What follows belongs to an exercise in optimizing a design on an open flow for small area, a short achievable clock period and few clock cycles; a production flow would make more cautious choices. In this exercise RTL edits were held to simulation tests only and were not proved equivalent to the original. Power and IR drop assume default switching activity.

==> flow/design.v (excerpt) <==
module playfair_stream_encrypter (
  input  wire logic        clk,
  input  wire logic        rst_n,
  input  wire logic        in_tvalid,
  output logic             in_tready,
  input  wire logic [7:0]  in_tdata,
  input  wire logic        in_tlast,
  output logic             out_tvalid,
  input  wire logic        out_tready,
  output logic [7:0]       out_tdata,
  output logic             out_tlast,
  output logic [1:0]       out_tuser,
  input  wire logic        cfg_valid,
  output logic             cfg_ready,
  input  wire logic [1:0]  cfg_index,
  input  wire logic [49:0] cfg_data
);
==> flow/config.mk <==
export PLATFORM = sky130hd
export DESIGN_NAME = playfair_stream_encrypter
export DESIGN_NICKNAME = playfair_stream_encrypter
export VERILOG_FILES = /design/flow/design.v
export SDC_FILE = /design/flow/constraint.sdc
export NUM_CORES = 4
export LEC_CHECK = 0
export CAP_MARGIN = 20
export CORE_MARGIN = 2
export CORE_UTILIZATION = 40
export CTS_BUF_LIST = sky130_fd_sc_hd__clkbuf_8 sky130_fd_sc_hd__clkbuf_16
export CTS_CLUSTER_DIAMETER = 80
export CTS_CLUSTER_SIZE = 25
export SETUP_SLACK_MARGIN = 5
export SLEW_MARGIN = 20
==> flow/constraint.sdc <==
create_clock -name core_clock -period 8.0 [get_ports {clk}]
set_input_delay 1.6000 -clock core_clock [delete_from_list [all_inputs] [get_ports {clk}]]
set_output_delay 1.6000 -clock core_clock [all_outputs]
set_load 0.01 [all_outputs]
standard.sh (not shown) runs the stock make flow with config.mk's settings and CLKGATE_MAP_FILE= SYNTH_SCRIPT=/design/flow/synth_recipe.tcl, a recipe that flattens the netlist after the stock synthesis.
==> flow/flow/run.sh <==
#!/bin/bash
set -euo pipefail
bash standard.sh SETUP_SLACK_MARGIN=5.08 finish > standard_flow.log 2>&1
Testbench counts at the start, summed over its fixed seeds: cycles 16,722.
Next try:
==> flow/flow/run.sh (replaced) <==
#!/bin/bash
set -euo pipefail
bash standard.sh SETUP_SLACK_MARGIN=5.12 finish > standard_flow.log 2>&1
Effect:
- The new run completed with no timing, DRC or antenna violations
- maximum frequency shrinks by 0.53%
- via count rose by 1.6%
- cell count is higher by 1.2%
- first-iteration DRC count went down by 11%
- global-route usage is about the same
- flip-flop and latch count is unchanged
Next try:
==> flow/flow/run.sh (replaced) <==
#!/bin/bash
set -euo pipefail
bash standard.sh SETUP_SLACK_MARGIN=5.04 finish > standard_flow.log 2>&1
After rerunning:
- The changed run completed without violations
- hold slack improves by 0.0057 ns
- critical path depth drops by 5
- power is lower slightly
- maximum frequency decreases by a few percent
- via count is lower slightly
- synthesized area does not change
- utilization shrinks by 0.80 points
Next try:
==> flow/flow/run.sh (replaced) <==
#!/bin/bash
set -euo pipefail
bash standard.sh SETUP_SLACK_MARGIN=5.16 finish > standard_flow.log 2>&1
Clock-buffer cell count goes up by 1.
Cell area climbs slightly.
Combinational power climbs by a few percent.
Cell count rises slightly.
First-iteration DRC count is about the same.
Via count increases slightly.
Power rose by a few percent.
Maximum frequency grows by a few percent.
Non-clock buffer count rises by 8.
Clock power came out higher by a few percent.
Next try:
==> flow/flow/run.sh (replaced) <==
#!/bin/bash
set -euo pipefail
bash standard.sh SETUP_SLACK_MARGIN=5.08 finish > standard_flow.log 2>&1
- CORE_UTILIZATION: 40 -> 45
The changed run completed with no timing, DRC or antenna violations.
Routed wire length grows by about 0.8%.
Cell count shrinks by about 2.7%.
Via count grows by 1.5%.
Sequential power is about the same.
Power shrinks by 0.94%.

* * *

playfair_stream_encrypter, a different RTL version from the one above (not shown whole).
Size in the first run: ~1400 cells after synthesis, roughly 220 flip-flops.
==> flow/config.mk <==
export PLATFORM = sky130hd
export DESIGN_NAME = playfair_stream_encrypter
export DESIGN_NICKNAME = playfair_stream_encrypter
export VERILOG_FILES = /design/flow/design.v
export SDC_FILE = /design/flow/constraint.sdc
export NUM_CORES = 4
export LEC_CHECK = 0
export CAP_MARGIN = 20
export CORE_MARGIN = 2
export CORE_UTILIZATION = 40
export CTS_BUF_LIST = sky130_fd_sc_hd__clkbuf_8 sky130_fd_sc_hd__clkbuf_16
export CTS_CLUSTER_DIAMETER = 80
export CTS_CLUSTER_SIZE = 25
export SETUP_SLACK_MARGIN = 5
export SLEW_MARGIN = 20
==> flow/constraint.sdc <==
create_clock -name core_clock -period 8.0 [get_ports {clk}]
set_input_delay 1.6000 -clock core_clock [delete_from_list [all_inputs] [get_ports {clk}]]
set_output_delay 1.6000 -clock core_clock [all_outputs]
set_load 0.01 [all_outputs]
==> flow/flow/run.sh <==
#!/bin/bash
set -euo pipefail
bash standard.sh SETUP_SLACK_MARGIN=5.3 finish > standard_flow.log 2>&1
The starting point ran to the end with no violations.
Testbench counts at the start, summed over its fixed seeds: cycles 16,698.
Change:
==> flow/flow/run.sh (replaced) <==
#!/bin/bash
set -euo pipefail
bash standard.sh SETUP_SLACK_MARGIN=5.12 finish > standard_flow.log 2>&1
- CORE_UTILIZATION: 40 -> 55
After rerunning: The new run completed without violations. Non-clock buffer count fell by 25. Cell area drops by 4.3%. Core utilization grows by 16 points. Via count hardly moves. Die area came out lower by 27%.

-- what the ideal ports hide --
The flow's constraints put no driver on any port. The routed layouts listed below were extracted and timed again, unchanged, in two steps. Step 1: set_driving_cell puts a clkbuf_16 on clk and a buf_2 on each other input, an assumption about the parent block. Step 2 adds t to the input delays and takes it off the output delays; t is the mean of the earliest and latest rising clock arrival at the registers after step 1. Input paths then give back, and output paths get back, about the clock's delay inside the block. a / b / c = no drivers / after step 1 / after step 2; a / b = the first two.
run | t (ns) | setup slack, ns | worst slew at a driven data input, ns | cell pins on the clock port's net
the first run of note 1 | 0.534 | 5.189 / 5.202 / 4.681 | 0.05 | 1
the second run of note 1 | 0.538 | 5.174 / 5.187 / 4.654 | 0.05 | 1
the third run of note 1 | 0.538 | 5.073 / 5.094 / 4.557 | 0.05 | 1
the fourth run of note 1 | 0.538 | 5.224 / 5.182 / 4.698 | 0.04 | 1
the fifth run of note 1 | 0.534 | 5.133 / 5.152 / 4.618 | 0.05 | 1
the first run of note 2 | 0.532 | 5.148 / 5.148 / 4.817 | 0.05 | 1
the second run of note 2 | 0.538 | 5.169 / 5.182 / 4.650 | 0.05 | 1
After both steps setup and hold are still met in every run listed. The setup slack of the fourth run of note 1, which loses most, moves by -0.042 ns with the drivers and by -0.526 ns with both steps.
